This design comes from an exercise in tuning for small area on the open sky130 flow, not from production work. In this exercise RTL edits were held to simulation tests only and were not proved equivalent to the original. No activity file was given, so power comes from the tool's default toggle rates.

File: design/flow/config.mk
export PLATFORM = sky130hd
export DESIGN_NAME = axi_adxl345
export DESIGN_NICKNAME = axi_adxl345
export VERILOG_FILES = /design/flow/design.v
export SDC_FILE = /design/flow/constraint.sdc
export NUM_CORES = 4
export LEC_CHECK = 0
export CAP_MARGIN = 20
export CORE_MARGIN = 2
export CORE_UTILIZATION = 40
export SLEW_MARGIN = 20
File: design/flow/constraint.sdc
create_clock -name core_clock -period 10.0 [get_ports {S_AXI_LITE_ACLK}]
set_input_delay 2.0000 -clock core_clock [delete_from_list [all_inputs] [get_ports {S_AXI_LITE_ACLK}]]
set_output_delay 2.0000 -clock core_clock [all_outputs]
set_load 0.01 [all_outputs]
File: design/flow/design.v
`timescale 1ns/1ps
package adxl_pkg;
    typedef logic [7:0]  byte_t;
    typedef logic [5:0]  reg_addr_t;
    typedef logic [3:0]  word_idx_t;
    typedef logic [31:0] axil_data_t;
    typedef logic [3:0]  axil_strb_t;
    localparam logic [63:0] WRITE_MASK = 64'h0102_F7FF_E000_0000;
    localparam reg_addr_t SCAN_LIMIT = 6'h39;  
    localparam byte_t READ_LENGTH = 8'd58;
    localparam logic [1:0] RESP_OKAY = 2'b00;
    typedef enum logic [2:0] {
        IDLE,
        CHECK_DIRTY,
        SEND_ADDR,
        SEND_VALUE,
        NEXT_ADDR,
        SEND_READ_REQ,
        AWAIT_READ_DATA
    } seq_state_t;
endpackage
`timescale 1ns/1ps
module axil_slave (
    input  logic                 S_AXI_LITE_ACLK,
    input  logic                 S_AXI_LITE_ARESETN,
    input  adxl_pkg::reg_addr_t  s_axi_lite_awaddr,
    input  logic                 s_axi_lite_awvalid,
    output logic                 s_axi_lite_awready,
    input  adxl_pkg::axil_data_t s_axi_lite_wdata,
    input  adxl_pkg::axil_strb_t s_axi_lite_wstrb,
    input  logic                 s_axi_lite_wvalid,
    output logic                 s_axi_lite_wready,
    output logic [1:0]           s_axi_lite_bresp,
    output logic                 s_axi_lite_bvalid,
    input  logic                 s_axi_lite_bready,
    input  adxl_pkg::reg_addr_t  s_axi_lite_araddr,
    input  logic                 s_axi_lite_arvalid,
    output logic                 s_axi_lite_arready,
    output adxl_pkg::axil_data_t s_axi_lite_rdata,
    output logic [1:0]           s_axi_lite_rresp,
    output logic                 s_axi_lite_rvalid,
    input  logic                 s_axi_lite_rready,
    output logic                 regs_wr_en,
    output adxl_pkg::word_idx_t  regs_wr_word,
    output adxl_pkg::axil_data_t regs_wr_data,
    output adxl_pkg::axil_strb_t regs_wr_strb,
    output adxl_pkg::word_idx_t  regs_rd_word,
    input  adxl_pkg::axil_data_t regs_rd_data
);
    logic aw_en;  
    logic wr_accept;
    logic rd_accept;
    assign wr_accept = !s_axi_lite_awready && s_axi_lite_awvalid && s_axi_lite_wvalid && aw_en;
    assign rd_accept = !s_axi_lite_arready && s_axi_lite_arvalid && !s_axi_lite_rvalid;
    assign regs_wr_en = s_axi_lite_awready && s_axi_lite_awvalid
                        && s_axi_lite_wready && s_axi_lite_wvalid;
    assign regs_wr_word = s_axi_lite_awaddr[5:2];  
    assign regs_wr_data = s_axi_lite_wdata;
    assign regs_wr_strb = s_axi_lite_wstrb;
    assign s_axi_lite_bresp = adxl_pkg::RESP_OKAY;
    assign s_axi_lite_rresp = adxl_pkg::RESP_OKAY;
    always_ff @(posedge S_AXI_LITE_ACLK) begin
        if (!S_AXI_LITE_ARESETN) begin
            s_axi_lite_awready <= 1'b0;
            s_axi_lite_wready  <= 1'b0;
            s_axi_lite_bvalid  <= 1'b0;
            aw_en              <= 1'b1;
        end else begin
            s_axi_lite_awready <= wr_accept;  
            s_axi_lite_wready  <= wr_accept;
            if (wr_accept) begin
                aw_en <= 1'b0;
            end else if (s_axi_lite_bvalid && s_axi_lite_bready) begin
                aw_en <= 1'b1;
            end
            if (regs_wr_en) begin
                s_axi_lite_bvalid <= 1'b1;
            end else if (s_axi_lite_bready) begin
                s_axi_lite_bvalid <= 1'b0;
            end
        end
    end
    always_ff @(posedge S_AXI_LITE_ACLK) begin
        if (!S_AXI_LITE_ARESETN) begin
            s_axi_lite_arready <= 1'b0;
            s_axi_lite_rvalid  <= 1'b0;
        end else begin
            s_axi_lite_arready <= rd_accept;
            if (s_axi_lite_arready && s_axi_lite_arvalid) begin
                s_axi_lite_rvalid <= 1'b1;
            end else if (s_axi_lite_rready) begin
                s_axi_lite_rvalid <= 1'b0;
            end
        end
    end
    always_ff @(posedge S_AXI_LITE_ACLK) begin
        if (rd_accept) begin
            regs_rd_word <= s_axi_lite_araddr[5:2];
        end
        if (s_axi_lite_arready && s_axi_lite_arvalid) begin
            s_axi_lite_rdata <= regs_rd_data;
        end
    end
endmodule
`timescale 1ns/1ps
module adxl_reg_bank (
    input  logic      S_AXI_LITE_ACLK,
    input  logic      S_AXI_LITE_ARESETN,
    input  logic                 host_wr_en,
    input  adxl_pkg::word_idx_t  host_wr_word,
    input  adxl_pkg::axil_data_t host_wr_data,
    input  adxl_pkg::axil_strb_t host_wr_strb,
    input  adxl_pkg::word_idx_t  host_rd_word,
    output adxl_pkg::axil_data_t host_rd_data,
    input  adxl_pkg::reg_addr_t  seq_scan_addr,
    input  logic                 seq_clear_dirty,
    input  logic                 seq_update_done,
    output logic                 seq_update_pending,
    output logic                 seq_scan_dirty,
    output adxl_pkg::byte_t      seq_scan_value,
    input  logic                 seq_rx_en,
    input  adxl_pkg::reg_addr_t  seq_rx_addr,
    input  adxl_pkg::byte_t      seq_rx_data
);
    adxl_pkg::byte_t [63:0] map;  
    logic [63:0] dirty;
    logic [63:0] host_hit;        
    logic [63:0] rx_hit;
    logic [63:0] clr_hit;
    logic        pending;
    always_comb begin
        host_hit = '0;
        for (int b = 0; b < 4; b++) begin
            if (host_wr_en && host_wr_strb[b]) begin
                host_hit[4 * host_wr_word + b] = 1'b1;
            end
        end
        host_hit &= adxl_pkg::WRITE_MASK;  
    end
    assign rx_hit  = seq_rx_en ? (64'd1 << seq_rx_addr) : '0;
    assign clr_hit = seq_clear_dirty ? (64'd1 << seq_scan_addr) : '0;
    always_ff @(posedge S_AXI_LITE_ACLK) begin
        if (!S_AXI_LITE_ARESETN) begin
            map     <= '0;
            dirty   <= '0;
            pending <= 1'b0;
        end else begin
            for (int i = 0; i < 64; i++) begin
                if (host_hit[i]) begin
                    map[i]   <= host_wr_data[8 * (i % 4) +: 8];
                    dirty[i] <= 1'b1;
                end else begin
                    if (rx_hit[i]) begin
                        map[i] <= seq_rx_data;  
                    end
                    if (clr_hit[i]) begin
                        dirty[i] <= 1'b0;
                    end
                end
            end
            if (|host_hit) begin
                pending <= 1'b1;
            end else if (seq_update_done) begin
                pending <= 1'b0;
            end
        end
    end
    assign host_rd_data       = map[{host_rd_word, 2'b00} +: 4];
    assign seq_update_pending = pending;
    assign seq_scan_dirty     = dirty[seq_scan_addr];
    assign seq_scan_value     = map[seq_scan_addr];
endmodule
`timescale 1ns/1ps
module adxl_sequencer #(
    parameter logic [6:0] DEVICE_ADDRESS   = 7'h53,
    parameter int         REQUEST_INTERVAL = 1000
) (
    input  logic            S_AXI_LITE_ACLK,
    input  logic            S_AXI_LITE_ARESETN,
    output adxl_pkg::reg_addr_t bank_scan_addr,
    output logic            bank_clear_dirty,
    output logic            bank_update_done,
    input  logic            bank_update_pending,
    input  logic            bank_scan_dirty,
    input  adxl_pkg::byte_t bank_scan_value,
    output logic            bank_rx_en,
    output adxl_pkg::reg_addr_t bank_rx_addr,
    output adxl_pkg::byte_t bank_rx_data,
    output logic            push,
    output adxl_pkg::byte_t push_data,
    output adxl_pkg::byte_t push_user,
    output logic            push_last,
    input  logic            almost_full,
    input  adxl_pkg::byte_t s_axis_tdata,
    input  logic            s_axis_tvalid,
    input  logic            s_axis_tlast
);
    localparam int TW = $clog2(REQUEST_INTERVAL + 1);
    localparam logic [TW-1:0] TIMER_LAST = TW'(REQUEST_INTERVAL - 1);
    adxl_pkg::seq_state_t state;
    adxl_pkg::reg_addr_t  addr;
    logic [TW-1:0]        timer;
    assign bank_scan_addr = addr;
    assign bank_rx_addr   = addr;
    assign bank_rx_data   = s_axis_tdata;
    assign bank_rx_en     = (state == adxl_pkg::AWAIT_READ_DATA) && s_axis_tvalid;
    always_comb begin
        push             = 1'b0;
        push_data        = {2'b00, addr};  
        push_user        = {DEVICE_ADDRESS, 1'b0};
        push_last        = 1'b0;
        bank_clear_dirty = 1'b0;
        bank_update_done = 1'b0;
        case (state)
            adxl_pkg::SEND_ADDR: begin
                push = !almost_full;
            end
            adxl_pkg::SEND_VALUE: begin
                push             = !almost_full;
                push_data        = bank_scan_value;
                push_last        = 1'b1;
                bank_clear_dirty = !almost_full;
            end
            adxl_pkg::NEXT_ADDR: begin
                bank_update_done = (addr == adxl_pkg::SCAN_LIMIT);
            end
            adxl_pkg::SEND_READ_REQ: begin
                push      = !almost_full;
                push_data = adxl_pkg::READ_LENGTH;
                push_user = {DEVICE_ADDRESS, 1'b1};  
                push_last = 1'b1;
            end
            default: ;
        endcase
    end
    always_ff @(posedge S_AXI_LITE_ACLK) begin
        if (!S_AXI_LITE_ARESETN) begin
            state <= adxl_pkg::IDLE;
            addr  <= '0;
            timer <= '0;
        end else begin
            case (state)
                adxl_pkg::IDLE: begin
                    if (bank_update_pending) begin
                        state <= adxl_pkg::CHECK_DIRTY;
                        addr  <= '0;
                    end else if (timer == TIMER_LAST) begin
                        state <= adxl_pkg::SEND_READ_REQ;
                    end else begin
                        timer <= timer + 1'b1;
                    end
                end
                adxl_pkg::CHECK_DIRTY: begin
                    state <= bank_scan_dirty ? adxl_pkg::SEND_ADDR : adxl_pkg::NEXT_ADDR;
                end
                adxl_pkg::SEND_ADDR: begin
                    if (!almost_full) state <= adxl_pkg::SEND_VALUE;
                end
                adxl_pkg::SEND_VALUE: begin
                    if (!almost_full) state <= adxl_pkg::NEXT_ADDR;
                end
                adxl_pkg::NEXT_ADDR: begin
                    if (addr == adxl_pkg::SCAN_LIMIT) begin
                        state <= adxl_pkg::IDLE;
                    end else begin
                        addr  <= addr + 1'b1;
                        state <= adxl_pkg::CHECK_DIRTY;
                    end
                end
                adxl_pkg::SEND_READ_REQ: begin
                    if (!almost_full) begin
                        state <= adxl_pkg::AWAIT_READ_DATA;
                        addr  <= '0;  
                    end
                end
                adxl_pkg::AWAIT_READ_DATA: begin
                    if (s_axis_tvalid) begin
                        addr <= addr + 1'b1;
                        if (s_axis_tlast) begin
                            state <= adxl_pkg::IDLE;
                            timer <= '0;
                        end
                    end
                end
                default: state <= adxl_pkg::IDLE;
            endcase
        end
    end
endmodule
`timescale 1ns/1ps
module cmd_fifo #(
    parameter int FIFO_DEPTH = 16
) (
    input  logic            S_AXI_LITE_ACLK,
    input  logic            S_AXI_LITE_ARESETN,
    input  logic            push,
    input  adxl_pkg::byte_t push_data,
    input  adxl_pkg::byte_t push_user,
    input  logic            push_last,
    output logic            almost_full,
    output adxl_pkg::byte_t m_axis_tdata,
    output adxl_pkg::byte_t m_axis_tuser,
    output logic            m_axis_tvalid,
    output logic            m_axis_tlast,
    input  logic            m_axis_tready
);
    localparam int AW = $clog2(FIFO_DEPTH);
    localparam int CW = $clog2(FIFO_DEPTH + 1);
    logic [16:0]   mem [FIFO_DEPTH];  
    logic [AW-1:0] wr_ptr;
    logic [AW-1:0] rd_ptr;
    logic [CW-1:0] count;
    logic          pop;
    assign pop = m_axis_tvalid && m_axis_tready;
    assign m_axis_tvalid = (count != '0);
    assign {m_axis_tlast, m_axis_tuser, m_axis_tdata} = mem[rd_ptr];  
    assign almost_full = (count >= CW'(FIFO_DEPTH - 2));
    always_ff @(posedge S_AXI_LITE_ACLK) begin
        if (push) mem[wr_ptr] <= {push_last, push_user, push_data};
    end
    always_ff @(posedge S_AXI_LITE_ACLK) begin
        if (!S_AXI_LITE_ARESETN) begin
            wr_ptr <= '0;
            rd_ptr <= '0;
            count  <= '0;
        end else begin
            if (push) wr_ptr <= (wr_ptr == AW'(FIFO_DEPTH - 1)) ? '0 : wr_ptr + 1'b1;
            if (pop) rd_ptr <= (rd_ptr == AW'(FIFO_DEPTH - 1)) ? '0 : rd_ptr + 1'b1;
            if (push && !pop) begin
                count <= count + 1'b1;
            end else if (pop && !push) begin
                count <= count - 1'b1;
            end
        end
    end
endmodule
`timescale 1ns/1ps
module axi_adxl345 #(
    parameter logic [6:0] DEVICE_ADDRESS   = 7'h53,
    parameter int         REQUEST_INTERVAL = 1000,
    parameter int         FIFO_DEPTH       = 16
) (
    input  logic                 S_AXI_LITE_ACLK,
    input  logic                 S_AXI_LITE_ARESETN,
    input  adxl_pkg::reg_addr_t  s_axi_lite_awaddr,
    input  logic                 s_axi_lite_awvalid,
    output logic                 s_axi_lite_awready,
    input  adxl_pkg::axil_data_t s_axi_lite_wdata,
    input  adxl_pkg::axil_strb_t s_axi_lite_wstrb,
    input  logic                 s_axi_lite_wvalid,
    output logic                 s_axi_lite_wready,
    output logic [1:0]           s_axi_lite_bresp,
    output logic                 s_axi_lite_bvalid,
    input  logic                 s_axi_lite_bready,
    input  adxl_pkg::reg_addr_t  s_axi_lite_araddr,
    input  logic                 s_axi_lite_arvalid,
    output logic                 s_axi_lite_arready,
    output adxl_pkg::axil_data_t s_axi_lite_rdata,
    output logic [1:0]           s_axi_lite_rresp,
    output logic                 s_axi_lite_rvalid,
    input  logic                 s_axi_lite_rready,
    output adxl_pkg::byte_t      m_axis_tdata,
    output adxl_pkg::byte_t      m_axis_tuser,
    output logic                 m_axis_tvalid,
    output logic                 m_axis_tlast,
    input  logic                 m_axis_tready,
    input  adxl_pkg::byte_t      s_axis_tdata,
    input  logic                 s_axis_tvalid,
    input  logic                 s_axis_tlast
);
    logic            push;
    adxl_pkg::byte_t push_data;
    adxl_pkg::byte_t push_user;
    logic            push_last;
    logic            almost_full;
    logic                 host_wr_en;
    adxl_pkg::word_idx_t  host_wr_word;
    adxl_pkg::axil_data_t host_wr_data;
    adxl_pkg::axil_strb_t host_wr_strb;
    adxl_pkg::word_idx_t  host_rd_word;
    adxl_pkg::axil_data_t host_rd_data;
    adxl_pkg::reg_addr_t  seq_scan_addr;
    logic                 seq_clear_dirty;
    logic                 seq_update_done;
    logic                 seq_update_pending;
    logic                 seq_scan_dirty;
    adxl_pkg::byte_t      seq_scan_value;
    logic                 seq_rx_en;
    adxl_pkg::reg_addr_t  seq_rx_addr;
    adxl_pkg::byte_t      seq_rx_data;
    axil_slave u_axil_slave (
        .S_AXI_LITE_ACLK    (S_AXI_LITE_ACLK),
        .S_AXI_LITE_ARESETN (S_AXI_LITE_ARESETN),
        .s_axi_lite_awaddr  (s_axi_lite_awaddr),
        .s_axi_lite_awvalid (s_axi_lite_awvalid),
        .s_axi_lite_awready (s_axi_lite_awready),
        .s_axi_lite_wdata   (s_axi_lite_wdata),
        .s_axi_lite_wstrb   (s_axi_lite_wstrb),
        .s_axi_lite_wvalid  (s_axi_lite_wvalid),
        .s_axi_lite_wready  (s_axi_lite_wready),
        .s_axi_lite_bresp   (s_axi_lite_bresp),
        .s_axi_lite_bvalid  (s_axi_lite_bvalid),
        .s_axi_lite_bready  (s_axi_lite_bready),
        .s_axi_lite_araddr  (s_axi_lite_araddr),
        .s_axi_lite_arvalid (s_axi_lite_arvalid),
        .s_axi_lite_arready (s_axi_lite_arready),
        .s_axi_lite_rdata   (s_axi_lite_rdata),
        .s_axi_lite_rresp   (s_axi_lite_rresp),
        .s_axi_lite_rvalid  (s_axi_lite_rvalid),
        .s_axi_lite_rready  (s_axi_lite_rready),
        .regs_wr_en         (host_wr_en),
        .regs_wr_word       (host_wr_word),
        .regs_wr_data       (host_wr_data),
        .regs_wr_strb       (host_wr_strb),
        .regs_rd_word       (host_rd_word),
        .regs_rd_data       (host_rd_data)
    );
    adxl_reg_bank u_reg_bank (
        .S_AXI_LITE_ACLK    (S_AXI_LITE_ACLK),
        .S_AXI_LITE_ARESETN (S_AXI_LITE_ARESETN),
        .host_wr_en         (host_wr_en),
        .host_wr_word       (host_wr_word),
        .host_wr_data       (host_wr_data),
        .host_wr_strb       (host_wr_strb),
        .host_rd_word       (host_rd_word),
        .host_rd_data       (host_rd_data),
        .seq_scan_addr      (seq_scan_addr),
        .seq_clear_dirty    (seq_clear_dirty),
        .seq_update_done    (seq_update_done),
        .seq_update_pending (seq_update_pending),
        .seq_scan_dirty     (seq_scan_dirty),
        .seq_scan_value     (seq_scan_value),
        .seq_rx_en          (seq_rx_en),
        .seq_rx_addr        (seq_rx_addr),
        .seq_rx_data        (seq_rx_data)
    );
    adxl_sequencer #(
        .DEVICE_ADDRESS   (DEVICE_ADDRESS),
        .REQUEST_INTERVAL (REQUEST_INTERVAL)
    ) u_sequencer (
        .S_AXI_LITE_ACLK    (S_AXI_LITE_ACLK),
        .S_AXI_LITE_ARESETN (S_AXI_LITE_ARESETN),
        .bank_scan_addr     (seq_scan_addr),
        .bank_clear_dirty   (seq_clear_dirty),
        .bank_update_done   (seq_update_done),
        .bank_update_pending(seq_update_pending),
        .bank_scan_dirty    (seq_scan_dirty),
        .bank_scan_value    (seq_scan_value),
        .bank_rx_en         (seq_rx_en),
        .bank_rx_addr       (seq_rx_addr),
        .bank_rx_data       (seq_rx_data),
        .push               (push),
        .push_data          (push_data),
        .push_user          (push_user),
        .push_last          (push_last),
        .almost_full        (almost_full),
        .s_axis_tdata       (s_axis_tdata),
        .s_axis_tvalid      (s_axis_tvalid),
        .s_axis_tlast       (s_axis_tlast)
    );
    cmd_fifo #(
        .FIFO_DEPTH (FIFO_DEPTH)
    ) u_cmd_fifo (
        .S_AXI_LITE_ACLK    (S_AXI_LITE_ACLK),
        .S_AXI_LITE_ARESETN (S_AXI_LITE_ARESETN),
        .push               (push),
        .push_data          (push_data),
        .push_user          (push_user),
        .push_last          (push_last),
        .almost_full        (almost_full),
        .m_axis_tdata       (m_axis_tdata),
        .m_axis_tuser       (m_axis_tuser),
        .m_axis_tvalid      (m_axis_tvalid),
        .m_axis_tlast       (m_axis_tlast),
        .m_axis_tready      (m_axis_tready)
    );
endmodule
File: design/flow/run.sh
#!/bin/bash
# synth_recipe.tcl (not shown) runs the flow's synth.tcl, then flattens the netlist and writes it again
# the make line also repeats each setting of config.mk as NAME=value (left out here)
make -C /OpenROAD-flow-scripts/flow DESIGN_CONFIG=/design/flow/config.mk WORK_HOME=/design/flow/orfs CLKGATE_MAP_FILE= SYNTH_SCRIPT=/design/flow/synth_recipe.tcl finish
==> run notes <==
Yosys
The mux cell area share after synthesis is 32.20%. Yosys attributes the largest share of cell area to sky130_fd_sc_hd__dfxtp_1 (29%), sky130_fd_sc_hd__mux4_2 (20%), sky130_fd_sc_hd__edfxtp_1 (15%). A synthesized cell averages 11.90 um2. The number of distinct library cells after synthesis is 86. The total number of yosys warnings is 4.

The xor/xnor cell area share of the yosys netlist is 0.3368%. The post-synthesis instance area is 39,000 um2. Of all flip-flops after synthesis, the portion carrying an async set or reset was 0%. The register area share after synthesis is 44.55%. Synthesis inferred 770 register bits. The dominant cell type by area after synthesis is sky130_fd_sc_hd__dfxtp_1. Among all flip-flop cells after synthesis, the most frequent one is sky130_fd_sc_hd__dfxtp_1. The synthesized instance count is 3,277. Of the total synthesized cell area, the portion taken by AND, OR, NAND and NOR gates is 11.02%. The synthesized netlist devotes 7.083% of its cell area to compound gates.

The count of flip-flops with a built-in enable after synthesis is 196. After synthesis, the largest area contributor takes up 29.46% of total cell area. By area, the combinational part of the netlist is dominated by multiplexers. Summing the areas of all fa, ha and maj instances in the mapped netlist gives 0.7892% of the synthesized area.

Global routing
The via count of the first global-routing pass is 27,078. The first-pass GRT wire length is 196.8 mm. The maximum number of pins on one net before global-route repair is 190. Global routing used 27.21% of the available tracks across all layers. The initial antenna violation count came to 5. The sum of overflow across all layers after global routing is 0.

Detailed routing
For this run, design rule violations remaining after detail routing come to 0. The final antenna-violating net count is 0. In the routed layout, each cell is associated on average with a via count of 6.246.

Wires add up to 136.9 mm. The count of routing violations after the opening detailed-route iteration is 3,568. In the final routed layout, each cell accounts on average for 29.76 um. The length of the first detailed-routing pass in iterations is 5. The number of vias after detailed routing is 28,731.

Run status
The flow ran to the end and the layout has no timing, DRC or antenna violations.

Clocking
Buffers inserted to repair hold after CTS numbered 0. The clock-pin slew reported for the worst setup and hold paths after clock tree synthesis is 0.06 ns. For the worst-skew pair, the clock arrives at the later sink with an insertion delay of 0.69 ns. The clock sink total is 770.

Clock tree synthesis inserted a total of 88 buffers. In this run the post-CTS setup repair buffer count came out at 0. The master cell of the clock root buffer is sky130_fd_sc_hd__clkbuf_16. The TritonCTS clock tree is done. The quantity of gates resized following cts is 0.

The longest clock path from root to sink contains 3 buffers. The CTS H-tree depth is 3.

STA
At the pin with the least slew margin, the transition time is 1.202 ns. The worst clock skew is 0.03332 ns. Setup repair after global routing left no endpoint under its margin. Timing would allow up to 190.4 MHz. The headroom to the max-slew limit is 19.87%. The number of max-slew violations in the final report is 0. The post-layout minimum cycle time is 5.251 ns. The least setup slack across all paths after layout is 4.749 ns. The final critical-path share of the clock period is 52.51%. The number of hold-slack violations in the final timing report was 0. The final sum of negative setup slack is 0 ns. Setup violations remaining at the end of the flow were counted as 0.

Layout
The final net count is 3,334. The most common library cell in the layout ignoring fill and taps is sky130_fd_sc_hd__dfxtp_1. In the layout the commonest cells are sky130_fd_sc_hd__dfxtp_1 (568), sky130_fd_sc_hd__nor2_1 (531), sky130_fd_sc_hd__mux2i_1 (483), sky130_fd_sc_hd__mux4_2 (341), sky130_fd_sc_hd__edfxtp_1 (196). The area taken by flip-flops and latches is 17,390 um2. The filler-free cell count of the finished design is 4,600.

In the final layout, the multi-input gates occupy 20,150 um2. The layout overhead on the synthesized area is 12.40%. The layout has 8,917 filler cells. The layout cell share with drive strength beyond 1 is 19.46%.

Hold path
The hold path endpoint is u_axil_slave.s_axi_lite_awready. Counting instances, the worst hold path has a depth of 2. The path category of the worst min-delay check is reg2reg. The source of the worst hold timing path is u_axil_slave.aw_en.

Floorplanning
The number of I/O pins is 125. The placeable core region is 96,710 um2. The die covers 100,000 um2. The floorplan die width is 316.3 um. In this run the core area contains 114 standard-cell rows. For this configuration, the core starts out at a cell density of 40.33%. From bottom edge to top edge, the die measures 316.3 um.

Setup path
The element type at the critical path end is a primary output. STA puts the critical path data required time at 8.00 ns. The worst setup path is launched from a flop.

For the worst flop-to-flop path, the logic depth is 8. The end of the worst register-to-register path is u_reg_bank.map[341]. Of all nets on the critical path, the largest fanout is 40. The source of the worst register-to-register timing path is u_sequencer.addr[1].

The critical path is of the reg2out type. At the worst endpoint, the arrival time is 3.25 ns. In this run the register-to-register setup slack is 5.56 ns.

Place
During placement, the flow inserted port buffers numbering 109. At the end of routability-driven placement, the weighted congestion stood at 0.9356. Once placement completed, the tool counted placed cells totaling 4,429. The setup slack after placement is 4.933 ns. Detailed placement ended at an HPWL of 89.42 mm.

Power
The leakage power summed over all cells is 15.44 nW. The power per cell area is 169.7 nW/um2. Power comes to 7.440 mW. Across the VDD grid, the largest voltage drop is 117.8 uV.

Run
The max-cap violation count is 0.
==> synthesized netlist by cell type, types with 27 or more instances <==
| cell | n |
|---|---|
| sky130_fd_sc_hd__a211oi_1 | 149 |
| sky130_fd_sc_hd__a21oi_1 | 85 |
| sky130_fd_sc_hd__buf_1 | 27 |
| sky130_fd_sc_hd__buf_2 | 62 |
| sky130_fd_sc_hd__buf_4 | 38 |
| sky130_fd_sc_hd__clkbuf_1 | 164 |
| sky130_fd_sc_hd__dfxtp_1 | 574 |
| sky130_fd_sc_hd__edfxtp_1 | 196 |
| sky130_fd_sc_hd__mux2i_1 | 483 |
| sky130_fd_sc_hd__mux4_2 | 341 |
| sky130_fd_sc_hd__nand2_1 | 190 |
| sky130_fd_sc_hd__nand3_1 | 33 |
| sky130_fd_sc_hd__nor2_1 | 533 |
| sky130_fd_sc_hd__o21ai_0 | 33 |
==> how the worst max path moves through the flow <==
stage,start,end,cells after the start
floorplan,m_axis_tready,u_cmd_fifo.count[4],10
global placement,s_axi_lite_awaddr[2],u_reg_bank.map[321],8
finish,flop,m_axis_tlast,4
CTS,flop,m_axis_tlast,4
detailed placement,s_axi_lite_awaddr[2],u_reg_bank.map[263],7
global route,flop,m_axis_tdata[0],4
==> sequential cells by signal (all words and copies together) (netlist names), 3 cells and up, named ones only <==
signal                         count
u_axil_slave.regs_rd_word          4
u_axil_slave.s_axi_lite_rdata     32
u_cmd_fifo.count                   5
u_cmd_fifo.mem                   160
u_cmd_fifo.rd_ptr                  4
u_cmd_fifo.wr_ptr                  4
u_reg_bank.dirty                  20
u_reg_bank.map                   512
u_sequencer.addr                   6
u_sequencer.state                  3
u_sequencer.timer                 10
==> layout make-up <==
type / instances / area share (%)
inverters: 26 / 0.2398
well taps: 1276 / 3.642
repair buffers: 172 / 3.579
multi-input cells: 2186 / 45.96
diodes: 4 / 0.02283
flip-flops and latches: 770 / 39.67
clock buffers: 123 / 5.714
clock inverters: 43 / 1.170
==> cells by family (layout without fill, tap and decap cells) <==
| family | Yosys count | in the layout |
|---|---|---|
| AOI/OAI and AO/OA | 395 | 395 |
| xor gates and xnor gates | 15 | 15 |
| adders and majority gates | 24 | 24 |
| buffers and inverters | 330 | 364 |
| DFF | 770 | 770 |
| muxes | 828 | 828 |
| other | 2 | 15 |
| and+or+nand+nor | 913 | 913 |
==> report_power, final <==
part,leakage (nW),internal [mW],switching (mW),total (mW)
logic,7.49,0.315,0.422,0.737
clock network,1.48,2.02,1.39,3.41
registers,6.47,3.24,0.0588,3.29
==> critical path: stages (launching register included) <==
cell	delay, ns
sky130_fd_sc_hd__dfxtp_2	0.31
sky130_fd_sc_hd__buf_4	0.61
sky130_fd_sc_hd__mux4_2	0.60
sky130_fd_sc_hd__mux4_2	0.53
sky130_fd_sc_hd__clkdlybuf4s50_1	0.52
==> metal layers <==
metal  vias up  GRT usage, %  part of all wire [%]  routed length [um]
met5         -             0                 0.018                  25
met4         4         11.04                   4.2                5751
met3       265         7.443                    11               15070
met2      1674         39.33                    43               58840
met1     14538         38.57                    42               57200
li1      12250             -                     -                   -
==> per-stage QoR <==
step	hold slack, ns	area, um2	util (%)
5_1_grt	0.4791	43830	45.32
2_1_floorplan	0.4260	39040	-
4_1_cts	0.4648	43810	45.30
3_3_place_gp	0.4421	40770	42.16
3_5_place_dp	0.4457	40800	42.18
6_report	0.4643	43840	45.33

port drivers added, routing unchanged:
Ports are ideal in the flow. The routed layout listed here was re-timed in OpenROAD. Step 1, drivers: a clkbuf_16 drives S_AXI_LITE_ACLK and a buf_2 each remaining input, both assumed. Step 2 adds t to the input delays and takes it off the output delays; t is the mean of the earliest and latest rising clock arrival at the registers after step 1. Input paths then give back, and output paths get back, about the clock's delay inside the block. Three values: no drivers, after step 1, after step 2; two values: the first two.
t (ns): 0.740
setup WS [ns]: 4.749 / 4.680 / 4.863
worst setup path after step 2: input to register
clock arrival spread, ns: 0.034 / 0.034
cell pins on the clock port's net: 1
After both steps setup and hold are still met in this run. For this run, drivers alone change the setup slack by -0.069 ns; drivers and shift together by +0.114 ns.
